Source: an optimization exercise on an open RTL-to-GDS flow (aim: small area and a short achievable clock period). Production flows keep margins and buffers that such runs may drop. Where RTL was checked, it was by simulation tests only, not by an equivalence proof against the original. For runs 1 to 3, only the layout was checked, not whether the RTL still works. No activity file was given, so power comes from the tool's default toggle rates.

==> design.v <==
`default_nettype none
package invaders_pkg;
    typedef logic [9:0] coord_t;
    typedef struct packed {
        coord_t x;
        coord_t y;
    } pos_t;
    typedef struct packed {
        logic       game_over;
        logic       game_win;
        logic [1:0] lives;
    } status_t;
    localparam int SCREEN_WIDTH  = 640;
    localparam int SCREEN_HEIGHT = 480;
    localparam int   ALIEN_W         = 16;
    localparam int   ALIEN_H         = 16;
    localparam int   ALIEN_H_SPACING = 60;
    localparam int   ALIEN_V_SPACING = 45;
    localparam pos_t ALIEN_START     = {10'd50, 10'd50};
    localparam int   ALIEN_STEP      = 2;
    localparam int   ALIEN_DROP      = 20;
    localparam int     SHIP_W       = 16;
    localparam int     SHIP_H       = 30;
    localparam coord_t SHIP_Y       = 10'd440;
    localparam coord_t SHIP_START_X = 10'd320;
    localparam int     ROCKET_W     = 7;
    localparam int     ROCKET_H     = 3;
    localparam int     ROCKET_SPEED = 2;
    localparam int     LASER_W      = 7;
    localparam int     LASER_H      = 3;
    localparam int     LASER_SPEED  = 1;
    localparam logic [5:0]  EXPLOSION_TICKS = 6'd35;
    localparam logic [1:0]  START_LIVES     = 2'd3;
    localparam logic [7:0]  POINTS_PER_KILL = 8'd10;
    localparam logic [7:0]  START_PERIOD    = 8'd8;
    localparam logic [15:0] LFSR_SEED       = 16'hACE1;
    localparam logic [2:0] REG_CONTROL    = 3'd0;
    localparam logic [2:0] REG_STATUS     = 3'd1;
    localparam logic [2:0] REG_SCORE      = 3'd2;
    localparam logic [2:0] REG_HIGH_SCORE = 3'd3;
    localparam logic [2:0] REG_SHIP_X     = 3'd4;
    localparam logic [2:0] REG_ALIVE      = 3'd5;
endpackage
`default_nettype wire
`timescale 1ns/1ps
`default_nettype none
module invaders_top #(
    parameter int ALIEN_COLS = 6,
    parameter int ALIEN_ROWS = 3
) (
    input  wire logic        clk,
    input  wire logic        reset,
    input  wire logic        frame_tick,
    input  wire logic        fire,
    input  wire logic        left,
    input  wire logic        right,
    input  wire logic        wb_cyc,
    input  wire logic        wb_stb,
    input  wire logic        wb_we,
    input  wire logic [2:0]  wb_adr,
    input  wire logic [31:0] wb_dat_w,
    output logic [31:0]      wb_dat_r,
    output logic             wb_ack
);
    localparam logic [5:0] EXP_START = 6'd1;     
    localparam logic [5:0] EXP_DONE  = 6'd11;    
    function automatic logic ge_c(input logic [9:0] a, input logic [9:0] k);
        ge_c = 1'b1;
        for (int i = 0; i < 10; i++)
            ge_c = k[i] ? (a[i] && ge_c) : (a[i] || ge_c);
    endfunction
    function automatic logic le_c(input logic [9:0] a, input logic [9:0] k);
        le_c = 1'b1;
        for (int i = 0; i < 10; i++)
            le_c = k[i] ? (!a[i] || le_c) : (!a[i] && le_c);
    endfunction
    function automatic logic [10:0] carries(input logic [9:0] a, input logic [9:0] b, input logic cin);
        logic [9:0] g, p, gg, pp, gn, pn;
        g  = a & b;
        p  = a ^ b;
        gg = g;
        pp = p;
        gg[0] = g[0] | (p[0] & cin);
        for (int d = 1; d < 10; d = d * 2) begin
            gn = gg;
            pn = pp;
            for (int i = d; i < 10; i++) begin
                gn[i] = gg[i] | (pp[i] & gg[i-d]);
                pn[i] = pp[i] & pp[i-d];
            end
            gg = gn;
            pp = pn;
        end
        carries = {gg, cin};
    endfunction
    function automatic logic [9:0] add(input logic [9:0] a, input logic [9:0] b, input logic cin);
        logic [10:0] c;
        c   = carries(a, b, cin);
        add = a ^ b ^ c[9:0];
    endfunction
    function automatic logic [9:0] incdec(input logic [9:0] x, input logic dec);
        for (int i = 0; i < 10; i++)
            incdec[i] = x[i] ^ (dec ? ~|(x & ((10'd1 << i) - 10'd1)) : &(x | ~((10'd1 << i) - 10'd1)));
    endfunction
    function automatic logic [7:0] score_of(input logic [2:0] q, input logic [1:0] r);
        score_of = {q, 5'b0} - {4'b0, q, 1'b0} + {3'b0, r, 3'b0} + {5'b0, r, 1'b0};
    endfunction
    function automatic logic [63:0] move_table();
        for (int i = 0; i < 64; i++) move_table[i] = (i % 8) + (i / 8) >= 7;
    endfunction
    localparam logic [63:0] MOVE_T = move_table();
    logic        run, restart;
    logic [17:0] dat;
    logic        game_over, game_win;
    logic [1:0]  lives;
    logic [2:0]  kq, hq;         
    logic [1:0]  kr, hr;         
    logic        dir_right;
    logic [2:0]  count;
    logic [8:0]  fx;             
    logic [4:0]  fn;             
    logic [17:0] alive;
    logic [9:0]  ship_x;
    logic [5:0]  explode;
    logic        ra;             
    logic [9:0]  drx;            
    logic [5:0]  ra_;            
    logic [3:0]  rb;             
    logic        la;             
    logic [9:0]  lo;             
    logic [4:0]  la_;            
    logic [4:0]  lb;             
    logic [15:0] lfsr;
    logic [2:0]  scol;
    logic [1:0]  srow;
    logic req, step;
    assign req  = wb_cyc && wb_stb && !wb_ack;
    assign step = frame_tick && run && !game_over && !game_win;
    logic [7:0]  score, high_score;
    logic [17:0] read_data;
    assign score      = score_of(kq, kr);
    assign high_score = score_of(hq, hr);
    always_comb begin
        case (wb_adr)
            3'd0:    read_data = {17'b0, run};
            3'd1:    read_data = {14'b0, game_over, game_win, lives};
            3'd2:    read_data = {10'b0, score};
            3'd3:    read_data = {10'b0, high_score};
            3'd4:    read_data = {8'b0, ship_x};
            3'd5:    read_data = alive;
            default: read_data = '0;
        endcase
    end
    always_ff @(posedge clk) dat <= read_data;
    assign wb_dat_r = {14'b0, dat};
    always_ff @(posedge clk or posedge reset) begin
        if (reset) begin
            run     <= 1'b0;
            wb_ack  <= 1'b0;
            restart <= 1'b0;
        end else begin
            wb_ack  <= req;
            restart <= 1'b0;
            if (req && wb_we && wb_adr == 3'd0) begin
                run     <= wb_dat_w[0];
                restart <= wb_dat_w[1];
            end
        end
    end
    logic [5:0] col_live;
    logic [2:0] row_live;
    always_comb begin
        for (int c = 0; c < 6; c++)
            col_live[c] = alive[c] | alive[6+c] | alive[12+c];
        for (int r = 0; r < 3; r++)
            row_live[r] = |alive[r*6 +: 6];
    end
    logic hit_right, hit_left, hit_edge;
    always_comb begin
        hit_right = 1'b0;
        hit_left  = 1'b0;
        for (int c = 0; c < 6; c++) begin
            if (col_live[c] && fx == 9'(312 - 30*c)) hit_right = 1'b1;
            if (col_live[c] && fx == 9'(512 - 30*c)) hit_left  = 1'b1;
        end
    end
    assign hit_edge = dir_right ? hit_right : hit_left;
    logic bottom_reached;
    assign bottom_reached = (row_live[2] && fn >= 5'd12)
                         || (row_live[1] && fn >= 5'd14)
                         || (row_live[0] && fn >= 5'd17);
    logic move;
    assign move = MOVE_T[{kq, count}];
    logic fmove, fdrop;
    assign fmove = move && !hit_edge;            
    assign fdrop = move && hit_edge;             
    logic [8:0] fx_inc, fx_dec, fx_n;
    logic       dir_n;
    assign fx_inc = 9'(incdec(10'(fx), 1'b0));
    assign fx_dec = 9'(incdec(10'(fx), 1'b1));
    always_comb begin
        fx_n  = fmove ? (dir_right ? fx_inc : fx_dec) : fx;
        dir_n = dir_right ^ fdrop;
    end
    logic [5:0]  col_hit;
    logic [2:0]  row_hit;
    logic [17:0] hit_vec;
    logic        kill;
    always_comb begin
        for (int c = 0; c < 6; c++)
            col_hit[c] = (c == 0) ? (ge_c(drx, 10'd1014) || le_c(drx, 10'd11))
                                  : (ge_c(drx, 10'(60*c - 10)) && le_c(drx, 10'(60*c + 11)));
        row_hit[0] = (ra_ == 6'd2 && rb >= 4'd4) || (ra_ == 6'd3 && rb <= 4'd2);
        row_hit[1] = (ra_ == 6'd4 && rb >= 4'd6) || (ra_ == 6'd5 && rb <= 4'd4);
        row_hit[2] = (ra_ == 6'd6 && rb >= 4'd9) || (ra_ == 6'd7 && rb <= 4'd7);
        for (int r = 0; r < 3; r++)
            for (int c = 0; c < 6; c++)
                hit_vec[r*6+c] = alive[r*6+c] && col_hit[c] && row_hit[r];
    end
    assign kill = ra && (|hit_vec);              
    logic r_top;
    always_comb begin
        logic [5:0] a, b;
        a = ra_;
        b = {1'b0, fn};
        r_top = (rb == 4'd0);
        for (int i = 0; i < 6; i++)
            if ((a[i] ^ b[i]) != ((i == 0) ? 1'b0 : (a[i-1] | b[i-1]))) r_top = 1'b0;
    end
    logic [9:0] rs, drx_n;
    always_comb begin
        rs = ra ? drx : add(ship_x, ~{fx, 1'b0}, 1'b1);
        drx_n[0] = rs[0];
        for (int i = 1; i < 10; i++)
            drx_n[i] = rs[i] ^ ((fmove && !dir_right && &(rs[9:1] | ~((9'd1 << (i-1)) - 9'd1)))
                             || (fmove &&  dir_right && ~|(rs[9:1] & ((9'd1 << (i-1)) - 9'd1))));
    end
    logic [5:0] ra_s, ra_n;
    logic [3:0] rb_n;
    always_comb begin
        if (ra) begin
            rb_n = (rb == 4'd0) ? 4'd9 : rb - 4'd1;
            ra_s = (rb == 4'd0) ? ra_ - 6'd1 : ra_;
        end else begin
            rb_n = 4'd8;
            ra_s = 6'd21 - {1'b0, fn};
        end
        ra_n = fdrop ? ra_s - 6'd1 : ra_s;
    end
    logic       can_shoot;
    logic [2:0] col_alive;
    always_comb begin
        for (int r = 0; r < 3; r++) col_alive[r] = alive[r*6 + int'(scol)];
        case (srow)
            2'd0:    can_shoot = col_alive[0] && !col_alive[1] && !col_alive[2];
            2'd1:    can_shoot = col_alive[1] && !col_alive[2];
            default: can_shoot = col_alive[2];
        endcase
    end
    logic [9:0] shoot_lo;
    logic [4:0] shoot_a, shoot_b;
    logic [9:0] shoot_k;
    always_comb begin
        case (scol)
            3'd0:    shoot_k = 10'(-11);
            3'd1:    shoot_k = 10'd49;
            3'd2:    shoot_k = 10'd109;
            3'd3:    shoot_k = 10'd169;
            3'd4:    shoot_k = 10'd229;
            default: shoot_k = 10'd289;
        endcase
    end
    assign shoot_lo = add({fx, 1'b0}, shoot_k, 1'b0);
    assign shoot_a  = fn + 5'(3 + 2 * int'(srow));
    assign shoot_b  = 5'(6 + 5 * int'(srow));
    logic [10:0] cl;
    logic [9:0]  pl, dl;
    logic        hi_zero, overlap_x, overlap_y, overlap, ship_hit;
    always_comb begin
        cl = carries(ship_x, ~lo, 1'b1);
        pl = ship_x ^ ~lo;
        dl = pl ^ cl[9:0];
        hi_zero = (pl[5] == cl[5]);
        for (int i = 6; i < 10; i++)
            if (pl[i] != (ship_x[i-1] | ~lo[i-1])) hi_zero = 1'b0;
    end
    assign overlap_x = hi_zero && le_c({5'd0, dl[4:0]}, 10'd21);
    assign overlap_y = (la_ == 5'd21 && lb >= 5'd18) || la_ == 5'd22 || (la_ == 5'd23 && lb <= 5'd9);
    assign overlap   = overlap_x && overlap_y;
    assign ship_hit  = la && overlap;            
    logic laser_end;                             
    assign laser_end = la_ >= 5'd24 || (la_ == 5'd23 && lb >= 5'd17);
    always_ff @(posedge clk or posedge reset) begin
        if (reset) begin
            lfsr <= 16'hACE1;
        end else if (restart) begin
            lfsr <= 16'hACE1;
        end else begin
            lfsr <= {lfsr[14:0], lfsr[15] ^ lfsr[13] ^ lfsr[12] ^ lfsr[10]};
        end
    end
    always_ff @(posedge clk or posedge reset) begin
        if (reset) begin
            hq <= '0;
            hr <= '0;
        end else if ({kq, kr} > {hq, hr}) begin
            hq <= kq;
            hr <= kr;
        end
    end
    always_ff @(posedge clk or posedge reset) begin
        if (reset) begin
            game_over <= 1'b0;
            game_win  <= 1'b0;
            lives     <= 2'd3;
            kq        <= '0;
            kr        <= '0;
        end else if (restart) begin
            game_over <= 1'b0;
            game_win  <= 1'b0;
            lives     <= 2'd3;
            kq        <= '0;
            kr        <= '0;
        end else begin
            if (step && kill) begin
                if (kr == 2'd2) begin
                    kr <= 2'd0;
                    kq <= kq + 3'd1;
                end else begin
                    kr <= kr + 2'd1;
                end
            end
            if (step && ship_hit && lives != 2'd0) lives <= lives - 2'd1;
            if (lives == 2'd0 || bottom_reached) game_over <= 1'b1;
            if (alive == '0) game_win <= 1'b1;
        end
    end
    always_ff @(posedge clk or posedge reset) begin
        if (reset) begin
            fx        <= 9'd25;
            fn        <= '0;
            dir_right <= 1'b1;
            count     <= '0;
            alive     <= '1;
        end else if (restart) begin
            fx        <= 9'd25;
            fn        <= '0;
            dir_right <= 1'b1;
            count     <= '0;
            alive     <= '1;
        end else if (step) begin
            if (ra) alive <= alive & ~hit_vec;
            fx        <= fx_n;
            dir_right <= dir_n;
            if (fdrop) fn <= fn + 5'd1;
            count     <= move ? 3'd0 : count + 3'd1;
        end
    end
    logic ship_r, ship_l;
    assign ship_r = right && !ge_c(ship_x, 10'd623);
    assign ship_l = !right && left && ge_c(ship_x, 10'd2);
    always_ff @(posedge clk or posedge reset) begin
        if (reset) begin
            ship_x  <= 10'd320;
            explode <= EXP_DONE;
            ra      <= 1'b0;
        end else if (restart) begin
            ship_x  <= 10'd320;
            explode <= EXP_DONE;
            ra      <= 1'b0;
        end else if (step) begin
            if (ship_r || ship_l) ship_x <= incdec(ship_x, ship_l);
            if (ship_hit) explode <= EXP_START;
            else if (explode != EXP_DONE) explode <= {explode[4:0], explode[5] ^ explode[4]};
            if (kill) ra <= 1'b0;
            else if (ra) begin
                if (r_top) ra <= 1'b0;
            end else if (fire && explode == EXP_DONE) ra <= 1'b1;
        end
    end
    always_ff @(posedge clk) begin
        if (step) begin
            drx <= drx_n;
            ra_ <= ra_n;
            rb  <= rb_n;
        end
    end
    always_ff @(posedge clk or posedge reset) begin
        if (reset) begin
            la   <= 1'b0;
            scol <= '0;
            srow <= '0;
        end else if (restart) begin
            la   <= 1'b0;
            scol <= '0;
            srow <= '0;
        end else if (step) begin
            if (ship_hit) la <= 1'b0;
            else if (la) begin
                if (laser_end) la <= 1'b0;
            end else begin
                if (can_shoot && lfsr[0]) la <= 1'b1;
                if (scol == 3'd5) begin
                    scol <= '0;
                    srow <= (srow == 2'd2) ? 2'd0 : srow + 2'd1;
                end else begin
                    scol <= scol + 3'd1;
                end
            end
        end
    end
    always_ff @(posedge clk) begin
        if (step) begin
            if (la) begin
                if (lb == 5'd19) begin
                    lb  <= '0;
                    la_ <= la_ + 5'd1;
                end else begin
                    lb  <= lb + 5'd1;
                end
            end else begin
                lo  <= shoot_lo;
                la_ <= shoot_a;
                lb  <= shoot_b;
            end
        end
    end
endmodule
`default_nettype wire
==> flow/run.sh <==
#!/bin/bash
# The standard layout (the standard.sh), with buf_4 cells as the port
# buffers instead of the delay cells buffer_ports picks by default.
set -euo pipefail
export BUFFER_PORTS_ARGS="-buffer_cell sky130_fd_sc_hd__buf_4"
bash standard.sh > standard.log 2>&1
==> standard.sh <==
#!/bin/bash
# synth_recipe.tcl (not shown) runs the flow's synth.tcl, then flattens the netlist and writes it again
# the make line also repeats each setting of config.mk as NAME=value (left out here)
make -C /OpenROAD-flow-scripts/flow DESIGN_CONFIG=/design/flow/config.mk WORK_HOME=/design/flow/orfs CLKGATE_MAP_FILE= SYNTH_SCRIPT=/design/flow/synth_recipe.tcl "${@:-finish}"
==> config.mk <==
export PLATFORM = sky130hd
export DESIGN_NAME = invaders_top
export DESIGN_NICKNAME = invaders_top
export VERILOG_FILES = /design/flow/design.v
export SDC_FILE = /design/flow/constraint.sdc
export NUM_CORES = 4
export LEC_CHECK = 0
export ABC_AREA = 1
export CAP_MARGIN = 20
export CORE_MARGIN = 2
export CORE_UTILIZATION = 40
export CTS_BUF_LIST = sky130_fd_sc_hd__clkbuf_4 sky130_fd_sc_hd__clkbuf_8
export SETUP_SLACK_MARGIN = 3.6
export SLEW_MARGIN = 20
==> constraint.sdc <==
create_clock -name core_clock -period 6.0 [get_ports {clk}]
set_input_delay 1.2000 -clock core_clock [delete_from_list [all_inputs] [get_ports {clk}]]
set_output_delay 1.2000 -clock core_clock [all_outputs]
set_load 0.01 [all_outputs]
==> impl_metrics.env, run 1 <==
export IMPL_status="complete, no violations"
export IMPL_ant_nets=0
export IMPL_route_detailed_wl_per_inst_um=16.1
export IMPL_ir_worst_vdd_v=0.000144
export IMPL_grt_pass1_vias=8919
export IMPL_cp_buffers_inverters=1
export IMPL_wl_um=30600
export IMPL_synth_area_mux_share_pct=0.105
export IMPL_setup_tns_ns=0
export IMPL_finalCritPeriodShare_pct=39.5
export IMPL_num_antenna_cells=0
export IMPL_final_max_slew_viol_count=0
export IMPL_area_delta_synth_final_pct=17.7
export IMPL_ios=77
export IMPL_dieArea_mm2=0.0281
export IMPL_ys_ff_latch=148
export IMPL_p_sw_share_pct=35.8
export IMPL_critPathTopFamily="simple AND/OR/NAND/NOR gates"
export IMPL_cap_violations=0
export IMPL_end_kind="flop"
export IMPL_holdCritStartpoint="lfsr[14]$_DFF_PP0_"
export IMPL_cellLeakagePower_nw=5.94
export IMPL_row_count=59
export IMPL_synthAdderAreaFrac_pct=10.3
export IMPL_cp_cell_sequence="clkinv_4 > ha_4 > nand2_4 > or2_4 > nand3_2 > nand2_1 > nand3_2 > nand2_4 > nor2_4 > nand2_1 > nor2_1 > nand2_2 > nand3b_1 > nand2_1"
export IMPL_synth_edf_count=38
export IMPL_relSlewSlack_pct=36.0
export IMPL_io_buffers=32
export IMPL_clockRootBuffer="clkbuf_8"
export IMPL_first_iter_violations=702
export IMPL_critPathMaxStageDelay_ns=0.59
export IMPL_start_util_pct=40.9
export IMPL_async_flop_share_pct=62.2
export IMPL_cpMostUsedCell="nand2_1"
export IMPL_cp_max_fo=5
export IMPL_critPathKind="flop to flop"
export IMPL_rr_startpoint="fx[4]$_DFFE_PP1P_"
export IMPL_fin_crit_ns=2.37
export IMPL_vias_per_cell=5.27
export IMPL_detailroute_via_count=9997
export IMPL_fin_nets=1680
export IMPL_combPwrFrac_pct=28.0
export IMPL_clock_skew_ns=0.0215
export IMPL_insertion_delay_ns=0.49
export IMPL_power_density_mw_per_mm2=227
export IMPL_synthSimpleGateAreaFrac_pct=28.7
export IMPL_die_h_um=168
export IMPL_fmax_mhz=422
export IMPL_clk_pin_slew_ns=0.09
export IMPL_critPathLaunchType="flop"
export IMPL_cts_htree_levels=4
export IMPL_hold_buffers=0
export IMPL_synth_top_family_by_area="simple AND/OR/NAND/NOR gates"
export IMPL_place_congestion=0.935
export IMPL_seq_power_share_pct=43.6
export IMPL_synth_yosys_seq_area_share_pct=35.9
export IMPL_critPathRequiredTime_ns=6.25
export IMPL_grt_overflow=0
export IMPL_final_hold_viol_count=0
export IMPL_syn_area_mm2=0.0107
export IMPL_rsz0062_at_grt="yes"
export IMPL_pwr_share_clk_pct=28.4
export IMPL_grt_max_degree=49
export IMPL_yosys_warnings=1
export IMPL_clockBufferDepth=2
export IMPL_antenna_found_initial=0
export IMPL_finalSetupViolCount=0
export IMPL_drive_above_1_share_pct=20.6
export IMPL_numClockSinks=148
export IMPL_die_w_um=168
export IMPL_cts_buffers=17
export IMPL_internal_power_mw=1.83
export IMPL_power_switching_mw=1.02
export IMPL_fin_util_pct=48.1
export IMPL_min_path_type="flop to flop"
export IMPL_crit_start="fx[4]$_DFFE_PP1P_"
export IMPL_synth_xor_area_share_pct=3.60
export IMPL_avgSynthCellArea_um2=7.29
export IMPL_core_mm2=0.0262
export IMPL_ys_flop_type="dfrtp_1"
export IMPL_dp_hpwl_um=22100
export IMPL_grt_pass1_wl_um=47700
export IMPL_cpMaxStageDelayCell="dfstp_2"
export IMPL_grt_usage_pct=21.5
export IMPL_ys_types=55
export IMPL_synth_compound_area_share_pct=11.9
export IMPL_tightest_slew_ns=0.957
export IMPL_cts_tree="done"
export IMPL_drc=0
export IMPL_drtPass1Iterations=6
export IMPL_crit_arrival_ns=2.61
export IMPL_syn_inst=1470
area by class of cell:
type | count | area [um2]
clock buffer | 17 | 234
multi-input combinational | 1081 | 6370
sequential | 148 | 3870
clock inverter | 15 | 165
timing repair buffer | 90 | 704
fill | 2554 | 13600
tap | 335 | 419
timing repair inverter | 1 | 7.51
inverter | 211 | 830
layout by cell type, fill, tap and decap left out, types with 5 or more instances in the layout:
cell type / Yosys / routed
ha_2: 0 / 5
buf_4: 14 / 87
o21ai_0: 111 / 90
conb_1: 1 / 14
edfxtp_1: 38 / 38
o221ai_1: 6 / 6
dfrtp_2: 0 / 14
clkbuf_8: 0 / 17
o22ai_1: 13 / 12
clkinvlp_4: 0 / 6
dfrtp_1: 55 / 40
inv_2: 9 / 19
nor3_2: 1 / 5
ha_1: 83 / 71
nand3_1: 126 / 113
o21ai_1: 12 / 25
a21oi_1: 47 / 42
nand4_1: 25 / 25
xnor2_1: 12 / 11
or2_2: 11 / 10
o21ai_2: 4 / 8
nor2_2: 3 / 12
nand2_2: 7 / 28
inv_1: 200 / 180
inv_6: 0 / 5
nand3_2: 0 / 12
dfxtp_1: 18 / 18
xor2_1: 32 / 32
inv_4: 0 / 8
ha_4: 0 / 7
nor2_1: 173 / 159
nor3_1: 35 / 31
dfstp_2: 37 / 37
nand2_1: 314 / 290
o2111ai_1: 7 / 7
nor2_4: 1 / 6
flip-flops by register name (all words and copies together) (netlist names), 3 cells and up:
signal	cells
hq	3
scol	3
fn	5
la_	5
lfsr	16
lb	5
lo	9
drx	9
alive	18
ra_	6
dat	18
explode	6
rb	4
kq	3
count	3
fx	9
ship_x	10
per-layer routing:
layer	vias to the layer above	share of wire (%)	global-route usage, %
met5	-	0	0
met1	4705	47	30.0
li1	4984	-	-
met2	279	46	34.7
met4	0	1.5	5.07
met3	29	5.6	3.73
timing repair:
item | CTS | global route
setup buffers | 21 | 33
endpoints found under the setup margin | 44 | 48
pin swaps | 9 | 41
gates cloned | 1 | 0
resized for setup | 51 | 104
Yosys cell counts (9+ instances only):
master,number,share of area (%)
inv_2,9,0.32
xnor2_1,12,0.98
dfrtp_1,55,13
nand2_1,314,11
o22ai_1,13,0.76
or2_2,11,0.64
edfxtp_1,38,11
xor2_1,32,2.6
dfstp_2,37,9.1
nand3_1,126,5.9
buf_4,14,0.98
a21oi_1,47,2.2
nor3_1,35,1.6
nor2_1,173,6.1
inv_1,200,7.0
dfxtp_1,18,3.4
o21ai_1,12,0.56
o21ai_0,111,5.2
clkbuf_1,20,0.70
ha_1,83,9.7
nand4_1,25,1.5
power by group through the flow:
stage	clock network, mW	registers (mW)	logic [mW]
after floorplan	0	1.24	0.516
after global placement	0	1.27	0.647
after detailed placement	0	1.27	0.655
after CTS	0.833	1.25	0.713
after global routing	0.870	1.26	0.904
final	0.812	1.25	0.798
worst paths after layout:
| kind | slack [ns] | end | cells past startpoint |
|---|---|---|---|
| hold reg to reg | 0.44 | lfsr[15]$_DFF_PP1_ | 1 |
| setup / recovery | 3.63 | drx[9]$_DFFE_PP_ | 14 |
| hold / removal | 0.44 | lfsr[15]$_DFF_PP1_ | 1 |
| setup reg to reg | 3.63 | drx[9]$_DFFE_PP_ | 14 |
| max in group asynchronous | 3.85 | ra$_DFFE_PP0N_ | 3 |
| min in group asynchronous | 0.91 | ship_x[5]$_DFFE_PP0P_ | 2 |
per-stage QoR:
stage / setup WS, ns / total power [mW] / area (um2) / hold WS, ns / instances
after floorplan: 3.47 / 1.75 / 10800 / 0.410 / 1483
after global placement: 3.02 / 1.91 / 11300 / 0.414 / 1811
after detailed placement: 2.96 / 1.92 / 11300 / 0.414 / 1811
after CTS: 3.54 / 2.79 / 12000 / 0.445 / 1865
after global routing: 3.50 / 3.03 / 12600 / 0.456 / 1898
final: 3.63 / 2.86 / 12600 / 0.438 / 1898
worst register-to-register path: cells and delay by family (launching register included):
family        cells  cell delay (ns)
simple gates     12             1.15
fa+ha+maj         1             0.33
flops             1             0.59
buf+inv           1             0.09
logic make-up after synthesis:
family,count (synthesis)
and+or+nand+nor,711
muxes,1
AOI/OAI and AO/OA,225
xor gates and xnor gates,44
other,1
buffers and inverters,254
DFF,148
adders and majority gates,86
==> inputs of run 2 (changes only) <==
--- a/config.mk
+++ b/config.mk
@@ -12,3 +12,3 @@
 export CTS_BUF_LIST = sky130_fd_sc_hd__clkbuf_4 sky130_fd_sc_hd__clkbuf_8
-export SETUP_SLACK_MARGIN = 3.6
+export SETUP_SLACK_MARGIN = 3.4
 export SLEW_MARGIN = 20
==> run 2 against run 1 <==
  * Critical endpoint is now dat[1]$_DFF_P_
  * Critical path type is now input pin to flop
  * Largest cell class unchanged
  * Worst hold slack improved by 0.0023 ns
  * Die area is the same
  * Synthesized area unchanged
  * Highest routed layer unchanged
==> impl_metrics.env, run 2 <==
export IMPL_ir_worst_vdd_v=0.000121
export IMPL_regToRegSetupSlack_ns=3.48
export IMPL_synth_common_cells="nand2_1, inv_1, nor2_1"
export IMPL_tightest_slew_ns=0.968
export IMPL_status="complete, no violations"
export IMPL_cts_htree_levels=4
export IMPL_ys_flop_type="dfrtp_1"
export IMPL_detailroute_via_count=9890
export IMPL_hold_buffers=0
export IMPL_ios=77
export IMPL_cts_tree="done"
export IMPL_dieArea_mm2=0.0281
export IMPL_num_antenna_cells=0
export IMPL_syn_area_mm2=0.0107
export IMPL_insertion_delay_ns=0.47
export IMPL_fin_nets=1656
export IMPL_synth_compound_area_share_pct=11.9
export IMPL_rr_startpoint="fx[2]$_DFFE_PP0P_"
export IMPL_row_count=59
export IMPL_cap_violations=0
export IMPL_vias_per_cell=5.28
export IMPL_cts_buffers=17
export IMPL_critPathLaunchType="input pin"
export IMPL_area_delta_synth_final_pct=12.1
export IMPL_final_max_slew_viol_count=0
export IMPL_crit_arrival_ns=2.84
export IMPL_relSlewSlack_pct=35.1
export IMPL_end_kind="flop"
export IMPL_grt_pass1_wl_um=47100
export IMPL_numClockSinks=148
export IMPL_dpl_cell_area_mm2=0.0112
export IMPL_synth_edf_count=38
export IMPL_place_congestion=0.896
export IMPL_die_w_um=168
export IMPL_synthSimpleGateAreaFrac_pct=28.7
export IMPL_synth_top_area_cell="dfrtp_1"
export IMPL_first_iter_violations=851
export IMPL_finalSetupViolCount=0
export IMPL_fin_cells=1874
export IMPL_regArea_mm2=0.00386
export IMPL_cellLeakagePower_nw=5.77
export IMPL_async_flop_share_pct=62.2
export IMPL_drtPass1Iterations=6
export IMPL_grt_usage_pct=21.3
export IMPL_io_buffers=32
export IMPL_stdcell_area_mm2=0.0120
export IMPL_syn_inst=1470
export IMPL_yosys_warnings=1
export IMPL_r2r_end="drx[8]$_DFFE_PP_"
export IMPL_synth_area_mux_share_pct=0.105
export IMPL_antenna_found_initial=0
export IMPL_synth_xor_area_share_pct=3.60
export IMPL_setup_worst_path_end="dat[1]$_DFF_P_"
export IMPL_dp_cells=1810
export IMPL_power_density_mw_per_mm2=228
export IMPL_fill_cells=2650
export IMPL_clock_skew_ns=0.0215
export IMPL_r2r_cells=11
export IMPL_synth_top_cell_area_share_pct=12.8
export IMPL_ys_types=55
export IMPL_cp_max_fo=18
export IMPL_die_h_um=168
export IMPL_ant_nets=0
export IMPL_synth_most_common_cell="nand2_1"
export IMPL_clockBufferDepth=2
export IMPL_clockRootBuffer="clkbuf_8"
export IMPL_top_regs="alive: 18 flops, dat: 18 flops, lfsr: 16 flops"
export IMPL_final_cell_mix="nand2_1, inv_1, nor2_1, nand3_1, o21ai_0"
export IMPL_dp_slack_ns=2.63
export IMPL_grt_pass1_vias=9045
export IMPL_setup_ws_ns=3.48
export IMPL_start_util_pct=40.9
export IMPL_synth_top_family_by_area="simple AND/OR/NAND/NOR gates"
export IMPL_yosys_top_cells_area="dfrtp_1, nand2_1, edfxtp_1"
export IMPL_min_path_type="flop to flop"
export IMPL_rsz0062_at_grt="yes"
export IMPL_wl_um=30000
export IMPL_grt_max_degree=67
export IMPL_final_hold_viol_count=0
export IMPL_fin_crit_ns=2.52
export IMPL_setup_tns_ns=0
export IMPL_multi_input_area_mm2=0.00603
export IMPL_synthAdderAreaFrac_pct=10.3
export IMPL_dp_hpwl_um=21500
export IMPL_route_detailed_wl_per_inst_um=16.0
export IMPL_synth_yosys_seq_area_share_pct=35.9
export IMPL_ys_ff_latch=148
export IMPL_finalCritPeriodShare_pct=42.1
export IMPL_drc=0
export IMPL_drive_above_1_share_pct=14.2
export IMPL_power_total_mw=2.74
export IMPL_avgSynthCellArea_um2=7.29
export IMPL_critPathRequiredTime_ns=6.32
export IMPL_critPathKind="input pin to flop"
export IMPL_core_mm2=0.0262
export IMPL_clk_pin_slew_ns=0.09
export IMPL_fmax_mhz=396
export IMPL_crit_start="wb_adr[2]"
export IMPL_grt_overflow=0
export IMPL_final_common_cell="nand2_1"
run 2: changes by cell type in the layout (fill, tap and decap cells not counted), sizes merged:
| cell | before | now |
|---|---|---|
| clkinvlp | 6 | 10 |
| buf | 90 | 63 |
| inv | 214 | 212 |
| clkbuf | 17 | 18 |
run 2: worst max-delay path: stages:
cell,delay [ns]
buf_4,0.16
nand3_1,0.70
o21ai_0,0.21
a221oi_1,0.36
o21ai_0,0.21
run 2: logic make-up after synthesis:
| logic type | count (synthesis) |
|---|---|
| adder cells (fa/ha/maj) | 86 |
| flip-flops | 148 |
| AO/OA/AOI/OAI | 225 |
| multiplexers | 1 |
| buffers and inverters | 254 |
| other | 1 |
| XOR/XNOR | 44 |
| AND/OR/NAND/NOR | 711 |
run 2: per-stage QoR:
stage,util (%),hold slack [ns]
floorplan,-,0.410
global placement,42.9,0.412
detailed placement,42.9,0.417
CTS,44.9,0.444
global route,45.8,0.461
finish,45.8,0.440
run 2: layer usage:
metal	track usage, %	vias up	wire, um
li1	-	4925	-
met1	29.3	4595	14000
met2	33.6	323	13500
met3	3.76	47	1850
met4	7.98	0	705
met5	0	-	0
run 2: how the worst min path moves through the flow:
stage                     slack, ns                from  depth (start not counted)                  to
final                          0.44    wb_ack$_DFF_PP0_                          1    wb_ack$_DFF_PP0_
after global routing           0.46    wb_ack$_DFF_PP0_                          1    wb_ack$_DFF_PP0_
after CTS                      0.44    wb_ack$_DFF_PP0_                          1    wb_ack$_DFF_PP0_
after detailed placement       0.42  lfsr[14]$_DFF_PP0_                          1  lfsr[15]$_DFF_PP1_
after global placement         0.41  lfsr[14]$_DFF_PP0_                          1  lfsr[15]$_DFF_PP1_
after floorplan                0.41   lfsr[9]$_DFF_PP0_                          1  lfsr[10]$_DFF_PP1_
run 2: cell type report:
type	instances	area share [%]
flip-flops and latches	148	32.1
repair inverters	4	0.187
clock buffers	18	2.01
inverters	211	6.84
well taps	335	3.49
clock inverters	14	1.17
multi-input cells	1081	50.2
repair buffers	63	3.94
run 2: timing repair:
| action | 4_1_cts | 5_1_grt |
|---|---|---|
| cloned | 3 | 1 |
| resized for setup | 22 | 29 |
| setup buffers | 7 | 21 |
| pin swaps | 1 | 6 |
| endpoints found under the hold margin | 0 | 0 |
| endpoints found under the setup margin | 50 | 30 |
run 2: report_power, final:
| group | internal (mW) | leakage, nW | switching (mW) |
|---|---|---|---|
| combinational | 0.265 | 3.99 | 0.443 |
| clock | 0.345 | 0.200 | 0.437 |
| sequential | 1.16 | 1.58 | 0.0825 |
==> inputs of run 3 (changes only) <==
--- a/config.mk
+++ b/config.mk
@@ -12,3 +12,3 @@
 export CTS_BUF_LIST = sky130_fd_sc_hd__clkbuf_4 sky130_fd_sc_hd__clkbuf_8
-export SETUP_SLACK_MARGIN = 3.4
+export SETUP_SLACK_MARGIN = 3.5
 export SLEW_MARGIN = 20
==> run 3 against run 2 <==
  * Utilization increased by 1.1 points
  * Die area did not move
  * Global-route usage increased by 0.077 points
  * Critical path depth is 5 higher
  * Fmax rose by 2.8%
  * Final area grew 2.4%
  * Via count is 0.17% lower
  * Clock power grew 3.5%
  * Synthesized area unchanged
  * Combinational power up 7.2%
  * Non-clock buffer count up 7
  * Critical path type is now flop to flop
  * Largest power group unchanged
==> impl_metrics.env, run 3 <==
export IMPL_synth_top_cell_area_share_pct=12.8
export IMPL_dp_hpwl_um=21500
export IMPL_cp_max_fo=8
export IMPL_p_sw_share_pct=35.8
export IMPL_final_max_slew_viol_count=0
export IMPL_row_count=59
export IMPL_setup_tns_ns=0
export IMPL_final_common_cell="nand2_1"
export IMPL_r2r_cells=10
export IMPL_final_cell_mix="nand2_1, inv_1, nor2_1, nand3_1, o21ai_0"
export IMPL_grtUsageMet2_pct=33.8
export IMPL_synth_yosys_seq_area_share_pct=35.9
export IMPL_rsz0062_at_grt="yes"
export IMPL_dpl_cell_area_mm2=0.0113
export IMPL_seq_power_share_pct=44.2
export IMPL_clockRootBuffer="clkbuf_8"
export IMPL_async_flop_share_pct=62.2
export IMPL_gr_usage_met1_pct=29.7
export IMPL_start_util_pct=40.9
export IMPL_critPathKind="flop to flop"
export IMPL_grt_usage_pct=21.4
export IMPL_stdcell_area_mm2=0.0123
export IMPL_vias_per_cell=5.25
export IMPL_dieArea_mm2=0.0281
export IMPL_place_congestion=0.868
export IMPL_power_density_mw_per_mm2=229
export IMPL_power_switching_mw=1.01
export IMPL_cts_tree="done"
export IMPL_fmax_mhz=407
export IMPL_regToRegSetupSlack_ns=3.54
export IMPL_cap_violations=0
export IMPL_clock_skew_ns=0.0142
export IMPL_drc=0
export IMPL_tightest_slew_ns=0.914
export IMPL_core_mm2=0.0262
export IMPL_crit_arrival_ns=2.67
export IMPL_first_iter_violations=827
export IMPL_cts_htree_levels=4
export IMPL_detailroute_via_count=9873
export IMPL_whs_path_depth=1
export IMPL_fill_cells=2620
export IMPL_status="complete, no violations"
export IMPL_grt_overflow=0
export IMPL_synth_most_common_cell="nand2_1"
export IMPL_yosys_warnings=1
export IMPL_route_detailed_wl_per_inst_um=15.9
export IMPL_numClockSinks=148
export IMPL_combPwrFrac_pct=27.0
export IMPL_insertion_delay_ns=0.47
export IMPL_ys_flop_type="dfrtp_1"
export IMPL_cellLeakagePower_nw=5.83
export IMPL_grt_max_degree=62
export IMPL_syn_inst=1470
export IMPL_ant_nets=0
export IMPL_clk_pin_slew_ns=0.09
export IMPL_fin_crit_ns=2.46
export IMPL_finalSetupViolCount=0
export IMPL_top_regs="alive: 18 flops, dat: 18 flops, lfsr: 16 flops"
export IMPL_fin_nets=1663
export IMPL_cts_buffers=17
export IMPL_synth_edf_count=38
export IMPL_yosys_top_cells_area="dfrtp_1, nand2_1, edfxtp_1"
export IMPL_io_buffers=32
export IMPL_clockBufferDepth=2
export IMPL_final_hold_viol_count=0
export IMPL_critPathRequiredTime_ns=6.21
export IMPL_grt_busiest_layer="met2"
export IMPL_ys_types=55
export IMPL_critPathLaunchType="flop"
export IMPL_drtPass1Iterations=6
export IMPL_die_w_um=168
export IMPL_grt_pass1_vias=9250
export IMPL_syn_area_mm2=0.0107
export IMPL_synth_top_area_cell="dfrtp_1"
export IMPL_relSlewSlack_pct=38.8
export IMPL_min_path_type="flop to flop"
export IMPL_synth_common_cells="nand2_1, inv_1, nor2_1"
export IMPL_die_h_um=168
export IMPL_avgSynthCellArea_um2=7.29
export IMPL_area_delta_synth_final_pct=14.8
export IMPL_ios=77
export IMPL_pwr_share_clk_pct=28.8
export IMPL_dp_cells=1810
export IMPL_num_antenna_cells=0
export IMPL_grt_pass1_wl_um=47600
export IMPL_internal_power_mw=1.80
export IMPL_ys_ff_latch=148
export IMPL_ir_worst_vdd_v=0.000128
export IMPL_met3_usage_pct=3.50
export IMPL_hold_buffers=0
export IMPL_finalCritPeriodShare_pct=40.9
export IMPL_end_kind="flop"
export IMPL_antenna_found_initial=0
export IMPL_fin_cells=1881
export IMPL_drive_above_1_share_pct=17.7
export IMPL_wl_um=30000
==> run 3: worst max-delay path: stages (launching register included) <==
cell	delay, ns
dfrtp_2	0.43
buf_4	0.17
a21oi_2	0.19
ha_1	0.22
inv_1	0.06
fa_1	0.43
o211ai_1	0.27
nand2_1	0.08
a21oi_1	0.14
nor2_1	0.07
xor2_1	0.14
==> run 3: metrics by stage <==
stage	hold WS (ns)	total power, mW	utilization (%)	setup slack (ns)
after floorplan	0.410	1.75	-	3.48
after global placement	0.415	1.91	43.0	2.68
after detailed placement	0.418	1.93	43.0	2.68
after CTS	0.444	2.77	45.3	3.42
after global routing	0.452	2.98	46.9	3.45
final	0.440	2.81	46.9	3.54
==> run 3: logic make-up (layout without fill, tap and decap cells) <==
family	Yosys count	after routing	synth area share [%]
AOI/OAI and AO/OA	225	225	11.9
xor gates and xnor gates	44	44	3.60
adders and majority gates	86	86	10.3
buffers and inverters	254	317	9.49
DFF	148	148	35.9
muxes	1	1	0.105
other	1	14	0.0350
and+or+nand+nor	711	711	28.7
==> run 3: cell type report <==
class	count	area (um2)	area share [%]
clock buffers	17	234	1.90
clock inverters	15	156	1.27
inverters	211	828	6.74
multi-input cells	1081	6230	50.7
flip-flops and latches	148	3860	31.4
well taps	335	419	3.41
repair buffers	70	538	4.38
repair inverters	4	22.5	0.183
==> run 3: layer usage <==
layer / routed length (um) / part of all wire [%] / vias to the layer above
met5: 0 / 0 / -
met4: 684 / 2.3 / 0
met3: 1640 / 5.5 / 42
met2: 13500 / 45 / 286
met1: 14200 / 47 / 4612
li1: - / - / 4933
==> run 3: worst paths after layout <==
kind                                startpoint                  to
max in group asynchronous                reset      ra$_DFFE_PP0N_
hold / removal              lfsr[14]$_DFF_PP0_  lfsr[15]$_DFF_PP1_
min in group asynchronous                reset   lfsr[4]$_DFF_PP0_
hold reg to reg             lfsr[14]$_DFF_PP0_  lfsr[15]$_DFF_PP1_
setup / recovery           scol[2]$_DFFE_PP0P_     lo[8]$_DFFE_PP_
setup reg to reg           scol[2]$_DFFE_PP0P_     lo[8]$_DFFE_PP_
==> run 3: what timing repair did <==
item	CTS	global route
gates resized for setup	33	76
pin swaps	3	21
cloned	3	1
endpoints found under the hold margin	0	0
buffers inserted	12	23
setup endpoints to repair	53	38
==> run 3: power groups by stage <==
| stage | clock network [mW] | registers [mW] | logic [mW] |
|---|---|---|---|
| floorplan | 0 | 1.24 | 0.515 |
| global placement | 0 | 1.26 | 0.647 |
| detailed placement | 0 | 1.27 | 0.660 |
| CTS | 0.831 | 1.25 | 0.689 |
| global route | 0.869 | 1.25 | 0.859 |
| finish | 0.809 | 1.24 | 0.759 |
==> inputs of run 4 (changes only) <==
--- a/design.v
+++ b/design.v
@@ -196,8 +196,7 @@
     assign fdrop = move && hit_edge;             
-    logic [8:0] fx_inc, fx_dec, fx_n;
+    logic [8:0] fx_step, fx_n;
     logic       dir_n;
-    assign fx_inc = 9'(incdec(10'(fx), 1'b0));
-    assign fx_dec = 9'(incdec(10'(fx), 1'b1));
+    assign fx_step = 9'(incdec(10'(fx), !dir_right));
     always_comb begin
-        fx_n  = fmove ? (dir_right ? fx_inc : fx_dec) : fx;
+        fx_n  = fmove ? fx_step : fx;
         dir_n = dir_right ^ fdrop;
@@ -301,2 +300,11 @@
     end
+    logic kills_gt;
+    always_comb begin
+        logic [4:0] a, b;
+        a = {kq, kr};
+        b = {hq, hr};
+        kills_gt = 1'b0;
+        for (int i = 0; i < 5; i++)
+            kills_gt = (a[i] && !b[i]) || (!(a[i] ^ b[i]) && kills_gt);
+    end
     always_ff @(posedge clk or posedge reset) begin
@@ -305,3 +313,3 @@
             hr <= '0;
-        end else if ({kq, kr} > {hq, hr}) begin
+        end else if (kills_gt) begin
             hq <= kq;
==> run 4 against run 3 <==
  * Final area decreased by 1.6%
  * Clock-buffer cell count unchanged
  * Sequential share of layout area rose by 0.45 points
  * First-iteration DRC count down 18%
  * Combinational power fell by 6.3%
  * Clock skew up 0.0026 ns
  * Die area decreased by 0.90%
  * Worst hold slack got worse by 0.0082 ns
==> impl_metrics.env, run 4 <==
export IMPL_final_hold_viol_count=0
export IMPL_grt_pass1_wl_um=46300
export IMPL_timing_hold_ws_ns=0.432
export IMPL_grt_max_degree=62
export IMPL_p_sw_share_pct=35.0
export IMPL_fin_cells=1859
export IMPL_numClockSinks=148
export IMPL_ios=77
export IMPL_finalSetupViolCount=0
export IMPL_die_w_um=167
export IMPL_end_kind="flop"
export IMPL_async_flop_share_pct=62.2
export IMPL_antenna_found_initial=0
export IMPL_cellLeakagePower_nw=5.76
export IMPL_grt_usage_pct=20.7
export IMPL_dpl_cell_area_mm2=0.0112
export IMPL_dieArea_mm2=0.0279
export IMPL_core_mm2=0.0261
export IMPL_synth_edf_count=38
export IMPL_top_regs="alive: 18 flops, dat: 18 flops, lfsr: 16 flops"
export IMPL_final_cell_mix="nand2_1, inv_1, nor2_1, nand3_1, o21ai_0"
export IMPL_num_antenna_cells=0
export IMPL_clock_skew_ns=0.0168
export IMPL_first_iter_violations=678
export IMPL_ant_nets=0
export IMPL_pwr_share_clk_pct=29.3
export IMPL_r2r_cells=16
export IMPL_finalCritPeriodShare_pct=41.4
export IMPL_fill_cells=2652
export IMPL_vias_per_cell=5.24
export IMPL_fin_crit_ns=2.48
export IMPL_row_count=59
export IMPL_seq_power_share_pct=44.8
export IMPL_yosys_top_cells_area="dfrtp_1, nand2_1, edfxtp_1"
export IMPL_yosys_warnings=1
export IMPL_status="complete, no violations"
export IMPL_wl_met1_um=13500
export IMPL_ys_ff_latch=148
export IMPL_clk_pin_slew_ns=0.10
export IMPL_drive_above_1_share_pct=16.9
export IMPL_wl_met2_um=12900
export IMPL_detailroute_via_count=9745
export IMPL_syn_inst=1451
export IMPL_drc=0
export IMPL_cp_max_fo=28
export IMPL_cts_buffers=17
export IMPL_die_h_um=167
export IMPL_dp_hpwl_um=21100
export IMPL_dp_cells=1796
export IMPL_combPwrFrac_pct=25.9
export IMPL_rsz0062_at_grt="yes"
export IMPL_crit_arrival_ns=2.86
export IMPL_critPathKind="input pin to flop"
export IMPL_hold_buffers=0
export IMPL_dr_max_layer_used="met4"
export IMPL_final_common_cell="nand2_1"
export IMPL_synth_top_cell_area_share_pct=13.0
export IMPL_syn_area_mm2=0.0106
export IMPL_tightest_slew_ns=0.789
export IMPL_power_switching_mw=0.962
export IMPL_grt_overflow=0
export IMPL_place_congestion=0.876
export IMPL_min_path_type="flop to flop"
export IMPL_internal_power_mw=1.78
export IMPL_avgSynthCellArea_um2=7.32
export IMPL_cts_htree_levels=4
export IMPL_ys_flop_type="dfrtp_1"
export IMPL_setup_ws_ns=3.52
export IMPL_power_density_mw_per_mm2=227
export IMPL_whs_path_depth=1
export IMPL_setup_tns_ns=0
export IMPL_wl_met3_um=1600
export IMPL_cap_violations=0
export IMPL_critPathRequiredTime_ns=6.38
export IMPL_insertion_delay_ns=0.47
export IMPL_fin_nets=1638
export IMPL_route_detailed_wl_per_inst_um=15.4
export IMPL_drtPass1Iterations=5
export IMPL_clockBufferDepth=2
export IMPL_stdcell_area_mm2=0.0121
export IMPL_synth_most_common_cell="nand2_1"
export IMPL_grt_pass1_vias=8952
export IMPL_relSlewSlack_pct=47.1
export IMPL_synth_top_area_cell="dfrtp_1"
export IMPL_ys_types=57
export IMPL_cts_tree="done"
export IMPL_io_buffers=32
export IMPL_final_max_slew_viol_count=0
export IMPL_start_util_pct=40.7
export IMPL_ir_worst_vdd_v=0.000175
export IMPL_area_delta_synth_final_pct=14.0
export IMPL_critPathLaunchType="input pin"
export IMPL_synth_yosys_seq_area_share_pct=36.3
export IMPL_clockRootBuffer="clkbuf_8"
export IMPL_dp_slack_ns=2.93
export IMPL_synth_common_cells="nand2_1, inv_1, nor2_1"
export IMPL_wl_um=28700
export IMPL_fmax_mhz=403
-- run 4: changes by cell type in the layout (fill, tap and decap cells not counted), sizes merged, moves of 3 or more --
cell / delta
buf: -4
xnor2: -3
nor2: -14
ha: -3
o22ai: +9
nand2: +8
nand4: -3
nor3: -4
o21ai: -4
a21boi: +3
-- run 4: logic make-up (layout without fill, tap and decap cells) --
| family | count (synthesis) | in the layout | share of synthesized area, % |
|---|---|---|---|
| multiplexers | 1 | 1 | 0.106 |
| adder cells (fa/ha/maj) | 83 | 83 | 10.0 |
| AND/OR/NAND/NOR | 696 | 696 | 28.5 |
| other | 1 | 14 | 0.0353 |
| buffers and inverters | 254 | 314 | 9.56 |
| flip-flops | 148 | 148 | 36.3 |
| AO/OA/AOI/OAI | 229 | 229 | 12.3 |
| XOR/XNOR | 39 | 39 | 3.22 |
-- run 4: final cells by class --
| type | instances | area [um2] | share of cell area, % |
|---|---|---|---|
| flip-flops and latches | 148 | 3860 | 31.9 |
| clock inverters | 15 | 156 | 1.29 |
| repair inverters | 2 | 10.0 | 0.0827 |
| repair buffers | 66 | 515 | 4.26 |
| inverters | 214 | 837 | 6.92 |
| well taps | 335 | 419 | 3.46 |
| multi-input cells | 1062 | 6070 | 50.2 |
| clock buffers | 17 | 234 | 1.93 |
-- run 4: per-stage QoR --
stage	utilization, %	power (mW)
2_1_floorplan	-	1.73
3_3_place_gp	43.0	1.88
3_5_place_dp	43.0	1.89
4_1_cts	44.9	2.71
5_1_grt	46.4	2.92
6_report	46.4	2.75
-- run 4: worst paths after layout --
check                      slack, ns                    to          startpoint
max in group asynchronous       3.91     fn[4]$_DFFE_PP0P_               reset
hold / removal                  0.43    lfsr[15]$_DFF_PP1_  lfsr[14]$_DFF_PP0_
hold reg to reg                 0.43    lfsr[15]$_DFF_PP1_  lfsr[14]$_DFF_PP0_
setup / recovery                3.52  alive[9]$_DFFE_PP1P_          frame_tick
min in group asynchronous       0.85     hr[1]$_DFFE_PP0P_               reset
setup reg to reg                3.55      drx[8]$_DFFE_PP_   fx[3]$_DFFE_PP1P_
-- run 4: power groups by stage --
stage	logic, mW	clock network [mW]	registers (mW)
4_1_cts	0.661	0.820	1.23
3_5_place_dp	0.643	0	1.25
2_1_floorplan	0.502	0	1.23
5_1_grt	0.814	0.865	1.24
3_3_place_gp	0.634	0	1.25
6_report	0.711	0.804	1.23
-- run 4: worst max-delay path, stage by stage --
cell and delay, ns:
buf_4 0.11, nand4_4 0.31, clkinvlp_4 0.21, buf_6 0.31, nand2_2 0.29, o31ai_1 0.32, nand2_1 0.07
-- run 4: what timing repair did --
action | in CTS | in global routing
pin swaps | 2 | 14
gates cloned | 1 | 1
setup endpoints to repair | 33 | 47
gates resized for setup | 23 | 57
buffers inserted | 3 | 26
-- run 4: metal layers --
metal | vias to the layer above | track usage [%]
met2 | 281 | 32.7
met1 | 4548 | 29.1
met4 | 0 | 7.01
li1 | 4872 | -
met5 | - | 0
met3 | 44 | 3.14
==> inputs of run 5 (changes only) <==
--- a/config.mk
+++ b/config.mk
@@ -12,3 +12,3 @@
 export CTS_BUF_LIST = sky130_fd_sc_hd__clkbuf_4 sky130_fd_sc_hd__clkbuf_8
-export SETUP_SLACK_MARGIN = 3.5
+export SETUP_SLACK_MARGIN = 3.7
 export SLEW_MARGIN = 20
==> run 5 against run 4 <==
  * Sequential cell count unchanged
  * Via count increased by 1.6%
  * Critical path type is now flop to flop
  * First-iteration DRC count increased by 23%
  * Sequential share of layout area decreased by 1.9 points
  * Final cell count increased by 2.5%
  * Final area increased by 6.4%
  * Highest routed layer unchanged
  * Worst hold slack improved by 0.0096 ns
  * Combinational power increased by 11%
==> impl_metrics.env, run 5 <==
export IMPL_ys_flop_type="dfrtp_1"
export IMPL_rr_startpoint="fx[4]$_DFFE_PP1P_"
export IMPL_setup_tns_ns=0
export IMPL_cts_buffers=17
export IMPL_final_cell_mix="nand2_1, inv_1, nor2_1, nand3_1, buf_4"
export IMPL_cts_htree_levels=4
export IMPL_synth_top_area_cell="dfrtp_1"
export IMPL_top_regs="alive: 18 flops, dat: 18 flops, lfsr: 16 flops"
export IMPL_row_count=59
export IMPL_fin_util_pct=49.4
export IMPL_grt_max_degree=51
export IMPL_power_switching_mw=1.01
export IMPL_drc=0
export IMPL_finalSetupViolCount=0
export IMPL_syn_area_mm2=0.0106
export IMPL_route_detailed_wl_per_inst_um=15.7
export IMPL_num_antenna_cells=0
export IMPL_clockRootBuffer="clkbuf_8"
export IMPL_place_congestion=0.907
export IMPL_detailroute_via_count=9904
export IMPL_seq_power_share_pct=42.2
export IMPL_hold_buffers=0
export IMPL_syn_inst=1451
export IMPL_rsz0062_at_grt="yes"
export IMPL_yosys_warnings=1
export IMPL_finalCritPeriodShare_pct=39.6
export IMPL_avgSynthCellArea_um2=7.32
export IMPL_synth_common_cells="nand2_1, inv_1, nor2_1"
export IMPL_pwr_share_clk_pct=30.7
export IMPL_start_util_pct=40.7
export IMPL_fin_crit_ns=2.38
export IMPL_synth_yosys_seq_area_share_pct=36.3
export IMPL_core_mm2=0.0261
export IMPL_stdcell_area_mm2=0.0129
export IMPL_wl_um=29900
export IMPL_drtPass1Iterations=7
export IMPL_fmax_mhz=421
export IMPL_multi_input_area_mm2=0.00641
export IMPL_drive_above_1_share_pct=23.4
export IMPL_final_max_slew_viol_count=0
export IMPL_synth_most_common_cell="nand2_1"
export IMPL_grt_pass1_vias=9196
export IMPL_r2r_cells=16
export IMPL_area_delta_synth_final_pct=21.3
export IMPL_insertion_delay_ns=0.46
export IMPL_crit_start="fx[4]$_DFFE_PP1P_"
export IMPL_internal_power_mw=1.91
export IMPL_async_flop_share_pct=62.2
export IMPL_dpl_cell_area_mm2=0.0112
export IMPL_crit_arrival_ns=2.60
export IMPL_final_common_cell="nand2_1"
export IMPL_timing_hold_ws_ns=0.442
export IMPL_antenna_found_initial=0
export IMPL_p_sw_share_pct=34.5
export IMPL_synth_edf_count=38
export IMPL_status="complete, no violations"
export IMPL_synth_top_cell_area_share_pct=13.0
export IMPL_die_w_um=167
export IMPL_ant_nets=0
export IMPL_dieArea_mm2=0.0279
export IMPL_grt_usage_pct=20.9
export IMPL_grt_pass1_wl_um=47200
export IMPL_power_density_mw_per_mm2=227
export IMPL_grt_overflow=0
export IMPL_r2r_end="drx[9]$_DFFE_PP_"
export IMPL_tightest_slew_ns=0.876
export IMPL_cellLeakagePower_nw=6.05
export IMPL_combPwrFrac_pct=27.1
export IMPL_yosys_top_cells_area="dfrtp_1, nand2_1, edfxtp_1"
export IMPL_clk_pin_slew_ns=0.10
export IMPL_first_iter_violations=833
export IMPL_clock_skew_ns=0.0166
export IMPL_final_hold_viol_count=0
export IMPL_numClockSinks=148
export IMPL_clockBufferDepth=2
export IMPL_cts_tree="done"
export IMPL_dp_hpwl_um=21200
export IMPL_setup_worst_path_end="drx[9]$_DFFE_PP_"
export IMPL_die_h_um=167
export IMPL_fill_cells=2552
export IMPL_io_buffers=32
export IMPL_critPathLaunchType="flop"
export IMPL_relSlewSlack_pct=41.4
export IMPL_critPathRequiredTime_ns=6.22
export IMPL_end_kind="flop"
export IMPL_vias_per_cell=5.20
export IMPL_regToRegSetupSlack_ns=3.62
export IMPL_cp_max_fo=8
export IMPL_regArea_mm2=0.00386
export IMPL_ios=77
export IMPL_ys_ff_latch=148
export IMPL_ys_types=57
export IMPL_ir_worst_vdd_v=0.000175
export IMPL_cap_violations=0
export IMPL_min_path_type="flop to flop"
export IMPL_critPathKind="flop to flop"
export IMPL_fin_nets=1684
## run 5: metrics by stage
stage	setup slack, ns	instances	total power [mW]
after floorplan	3.37	1464	1.73
final	3.62	1905	2.92
after global placement	2.74	1795	1.88
after global routing	3.49	1905	3.10
after detailed placement	2.71	1795	1.89
after CTS	3.66	1872	2.87
## run 5: power groups by stage
stage | clock (mW) | combinational (mW) | sequential, mW
6_report | 0.898 | 0.792 | 1.23
4_1_cts | 0.912 | 0.726 | 1.23
3_3_place_gp | 0 | 0.623 | 1.26
3_5_place_dp | 0 | 0.633 | 1.26
5_1_grt | 0.958 | 0.893 | 1.25
2_1_floorplan | 0 | 0.503 | 1.23
## run 5: logic make-up after synthesis
family	Yosys count	synth area share (%)
simple gates	696	28.5
buf+inv	254	9.56
compound gates	229	12.3
flops	148	36.3
fa+ha+maj	83	10.0
xor+xnor	39	3.22
other cells	1	0.0353
mux	1	0.106
## run 5: layout make-up
type                            count  area share, %
Clock buffer                       17           1.82
Clock inverter                     15           1.60
Inverter                          214           6.54
Multi-Input combinational cell   1063           49.8
Sequential cell                   148           30.0
Tap cell                          335           3.26
Timing Repair Buffer              111           6.84
Timing Repair inverter              2         0.0778
## run 5: worst min path at each step
stage | slack, ns | start | to | cells after the start
after CTS | 0.45 | lfsr[14]$_DFF_PP0_ | lfsr[15]$_DFF_PP1_ | 1
final | 0.44 | lfsr[14]$_DFF_PP0_ | lfsr[15]$_DFF_PP1_ | 1
after detailed placement | 0.42 | lfsr[4]$_DFF_PP0_ | lfsr[5]$_DFF_PP1_ | 1
after global routing | 0.47 | lfsr[9]$_DFF_PP0_ | lfsr[10]$_DFF_PP1_ | 1
after floorplan | 0.41 | lfsr[9]$_DFF_PP0_ | lfsr[10]$_DFF_PP1_ | 1
after global placement | 0.41 | lfsr[14]$_DFF_PP0_ | lfsr[15]$_DFF_PP1_ | 1
## run 5: worst max-delay path, cell delays in order, from the launching register on
cell and delay [ns]:
dfstp_2 0.57, inv_4 0.06, ha_4 0.24, a21oi_2 0.20, nor2_1 0.08, nor2_1 0.13, nand2_1 0.08, nand2_1 0.06
nand2_1 0.09, a21boi_2 0.20, nor2_1 0.07, nand2_1 0.08, nor2_1 0.04, nand2_1 0.08, nand2_1 0.06, nand2_1 0.05
nand2_1 0.05
## run 5: timing repair
item                                    CTS  global route
endpoints found under the setup margin   67            53
resized for setup                        74            98
setup buffers                            44            30
pin swaps                                21            48
cloned                                    1             2
## run 5: routing by layer
layer	global-route usage (%)	vias up	part of all wire (%)
met5	0	-	0
met4	6.26	0	2.1
met3	3.59	37	4.3
met2	34.2	248	47
met1	28.4	4659	46
li1	-	4960	-
==> inputs of run 6 (changes only) <==
--- a/config.mk
+++ b/config.mk
@@ -12,3 +12,3 @@
 export CTS_BUF_LIST = sky130_fd_sc_hd__clkbuf_4 sky130_fd_sc_hd__clkbuf_8
-export SETUP_SLACK_MARGIN = 3.7
+export SETUP_SLACK_MARGIN = 3.6
 export SLEW_MARGIN = 20
==> run 6 against run 5 <==
  * Combinational power is 6.8% lower
  * Still clean on timing, DRC and antenna
  * Sequential share of layout area is 1.2 points higher
  * Non-clock buffer count is 35 lower
  * Final area is 3.7% lower
  * Critical path type unchanged
==> impl_metrics.env, run 6 <==
export IMPL_status="complete, no violations"
export IMPL_final_max_slew_viol_count=0
export IMPL_synth_most_common_cell="nand2_1"
export IMPL_fin_nets=1647
export IMPL_cp_buffers_inverters=3
export IMPL_drtPass1Iterations=5
export IMPL_stdcell_area_mm2=0.0124
export IMPL_cts_tree="done"
export IMPL_fin_cells=1868
export IMPL_io_buffers=32
export IMPL_ys_types=57
export IMPL_ios=77
export IMPL_fin_crit_ns=2.37
export IMPL_cp_depth=16
export IMPL_tightest_slew_ns=0.747
export IMPL_yosys_warnings=1
export IMPL_async_flop_share_pct=62.2
export IMPL_synth_edf_count=38
export IMPL_cpMaxStageDelayCell="dfstp_2"
export IMPL_whs_path_depth=1
export IMPL_synth_yosys_seq_area_share_pct=36.3
export IMPL_dp_hpwl_um=21200
export IMPL_synth_compound_area_share_pct=12.3
export IMPL_drive_above_1_share_pct=19.6
export IMPL_first_iter_violations=746
export IMPL_critPathMaxStageDelay_ns=0.58
export IMPL_syn_inst=1451
export IMPL_ir_worst_vdd_v=0.000195
export IMPL_die_h_um=167
export IMPL_synth_top_cell_area_share_pct=13.0
export IMPL_synth_top_family_by_area="simple AND/OR/NAND/NOR gates"
export IMPL_insertion_delay_ns=0.48
export IMPL_yosys_top_cells_area="dfrtp_1, nand2_1, edfxtp_1"
export IMPL_cp_max_fo=5
export IMPL_grt_max_degree=51
export IMPL_route_detailed_wl_per_inst_um=15.6
export IMPL_fill_cells=2598
export IMPL_avgSynthCellArea_um2=7.32
export IMPL_grt_pass1_vias=8967
export IMPL_final_cell_mix="nand2_1, inv_1, nor2_1, nand3_1, o21ai_0"
export IMPL_grt_pass1_wl_um=47200
export IMPL_dpl_cell_area_mm2=0.0112
export IMPL_crit_arrival_ns=2.59
export IMPL_dp_cells=1795
export IMPL_end_kind="flop"
export IMPL_start_util_pct=40.7
export IMPL_grt_overflow=0
export IMPL_clk_pin_slew_ns=0.11
export IMPL_cts_htree_levels=4
export IMPL_area_delta_synth_final_pct=16.8
export IMPL_final_hold_viol_count=0
export IMPL_cellLeakagePower_nw=5.87
export IMPL_num_antenna_cells=0
export IMPL_ant_nets=0
export IMPL_clockBufferDepth=2
export IMPL_grt_usage_pct=21.0
export IMPL_drc=0
export IMPL_core_mm2=0.0261
export IMPL_numClockSinks=148
export IMPL_critPathRequiredTime_ns=6.22
export IMPL_synth_area_mux_share_pct=0.106
export IMPL_antenna_found_initial=0
export IMPL_min_path_type="flop to flop"
export IMPL_synthSimpleGateAreaFrac_pct=28.5
export IMPL_ys_ff_latch=148
export IMPL_setup_tns_ns=0
export IMPL_cp_cell_sequence="inv_4 > ha_4 > nand2_2 > inv_2 > nand2_1 > nand2_1 > o21bai_1 > nand3_2 > nand2_2 > buf_6 > nor2_4 > nand2_1 > nor2_1 > nand2_1 > nand3_1 > nand2_1"
export IMPL_cts_buffers=17
export IMPL_vias_per_cell=5.21
export IMPL_ys_flop_type="dfrtp_1"
export IMPL_die_w_um=167
export IMPL_fin_util_pct=47.6
export IMPL_fmax_mhz=422
export IMPL_power_density_mw_per_mm2=225
export IMPL_wl_um=29200
export IMPL_synthAdderAreaFrac_pct=10.0
export IMPL_finalCritPeriodShare_pct=39.5
export IMPL_final_common_cell="nand2_1"
export IMPL_critPathTopFamily="simple AND/OR/NAND/NOR gates"
export IMPL_detailroute_via_count=9734
export IMPL_syn_area_mm2=0.0106
export IMPL_relSlewSlack_pct=50.0
export IMPL_synth_xor_area_share_pct=3.22
export IMPL_row_count=59
export IMPL_clock_skew_ns=0.0201
export IMPL_cpMostUsedCell="nand2_1"
export IMPL_synth_common_cells="nand2_1, inv_1, nor2_1"
export IMPL_critPathKind="flop to flop"
export IMPL_finalSetupViolCount=0
export IMPL_r2r_cells=16
export IMPL_clockRootBuffer="clkbuf_8"
export IMPL_rsz0062_at_grt="yes"
export IMPL_synth_top_area_cell="dfrtp_1"
export IMPL_multi_input_area_mm2=0.00626
export IMPL_cap_violations=0
export IMPL_place_congestion=0.902
export IMPL_regArea_mm2=0.00387
export IMPL_timing_hold_ws_ns=0.443
export IMPL_dieArea_mm2=0.0279
export IMPL_top_regs="alive: 18 flops, dat: 18 flops, lfsr: 16 flops"
export IMPL_critPathLaunchType="flop"
## run 6: kinds of logic (layout without fill, tap and decap cells)
family	Yosys count	count (layout)
and+or+nand+nor	696	696
DFF	148	148
xor gates and xnor gates	39	39
buffers and inverters	254	323
other	1	14
AOI/OAI and AO/OA	229	229
muxes	1	1
adders and majority gates	83	83
## run 6: routing by layer
metal	vias up	routed length, um	track usage [%]
met2	216	13400	33.1
li1	4894	-	-
met5	-	0	0
met1	4588	14200	30.3
met3	36	1180	2.66
met4	0	434	6.22
## run 6: cell type report
| cell class | count | share of cell area, % |
|---|---|---|
| repair inverters | 1 | 0.0605 |
| clock buffers | 17 | 1.89 |
| flip-flops and latches | 148 | 31.2 |
| clock inverters | 15 | 1.48 |
| repair buffers | 76 | 4.82 |
| well taps | 335 | 3.38 |
| inverters | 214 | 6.70 |
| multi-input cells | 1062 | 50.5 |
## run 6: worst paths after layout
path / slack, ns / end / startpoint
max: 3.63 / drx[8]$_DFFE_PP_ / fx[3]$_DFFE_PP1P_
min: 0.44 / lfsr[10]$_DFF_PP1_ / lfsr[9]$_DFF_PP0_
max reg2reg: 3.63 / drx[8]$_DFFE_PP_ / fx[3]$_DFFE_PP1P_
min reg2reg: 0.44 / lfsr[10]$_DFF_PP1_ / lfsr[9]$_DFF_PP0_
max in group asynchronous: 4.27 / ra$_DFFE_PP0N_ / reset
min in group asynchronous: 0.67 / lfsr[9]$_DFF_PP0_ / reset
## run 6: power by group
part / switching [mW] / leakage (nW) / internal (mW)
registers: 0.0702 / 1.56 / 1.16
clock network: 0.498 / 0.210 / 0.323
logic: 0.454 / 4.10 / 0.284
total: 1.02 / 5.87 / 1.77
## run 6: repair_timing
action / 4_1_cts / 5_1_grt
hold buffers: 0 / 0
gates resized for setup: 45 / 86
setup endpoints to repair: 59 / 55
setup buffers: 18 / 21
pin swaps: 7 / 30
gates cloned: 1 / 0
## run 6: per-stage QoR
stage | power [mW] | setup WS, ns
6_report | 2.79 | 3.63
5_1_grt | 2.96 | 3.46
4_1_cts | 2.75 | 3.51
3_5_place_dp | 1.90 | 2.54
3_3_place_gp | 1.88 | 2.60
2_1_floorplan | 1.73 | 3.39
## run 6: worst reg2reg max path, cell delays in order, from the launching register on
cell and delay, ns:
dfstp_2 0.58, inv_4 0.06, ha_4 0.30, nand2_2 0.07
inv_2 0.07, nand2_1 0.07, nand2_1 0.08, o21bai_1 0.09
nand3_2 0.09, nand2_2 0.07, buf_6 0.13, nor2_4 0.09
nand2_1 0.06, nor2_1 0.10, nand2_1 0.08, nand3_1 0.09
nand2_1 0.08

afterwards: timing with drivers on the ports:
How much do the figures lean on ideal ports? The routed layouts below were timed once more, with nothing changed but the port constraints.
Step 1 assumes that a clkbuf_16 drives the clock port and a buf_2 every other input.
Step 2 times the ports against the registers' clock, not the clock port: input delays grow and output delays shrink by t, the midpoint of the rising clock arrivals with the driver on.
a / b / c = no drivers / after step 1 / after step 2; a / b = the first two.
run | t (ns) | setup WS [ns] | latest minus earliest clock arrival (ns) | worst slew at a driven data input, ns
run 1 | 0.524 | 3.632 / 3.632 / 3.179 | 0.025 / 0.026 | 0.04
run 2 | 0.506 | 3.475 / 3.484 / 2.990 | 0.021 / 0.022 | 0.04
run 3 | 0.507 | 3.545 / 3.545 / 3.119 | 0.014 / 0.014 | 0.04
run 4 | 0.502 | 3.518 / 3.537 / 3.034 | 0.016 / 0.017 | 0.04
run 5 | 0.498 | 3.622 / 3.622 / 3.214 | 0.017 / 0.017 | 0.03
run 6 | 0.510 | 3.632 / 3.632 / 3.134 | 0.020 / 0.020 | 0.05
After both steps every run listed still meets setup and hold. For run 6, which loses most, drivers alone change the setup slack by 0.000 ns; drivers and shift together by -0.498 ns.
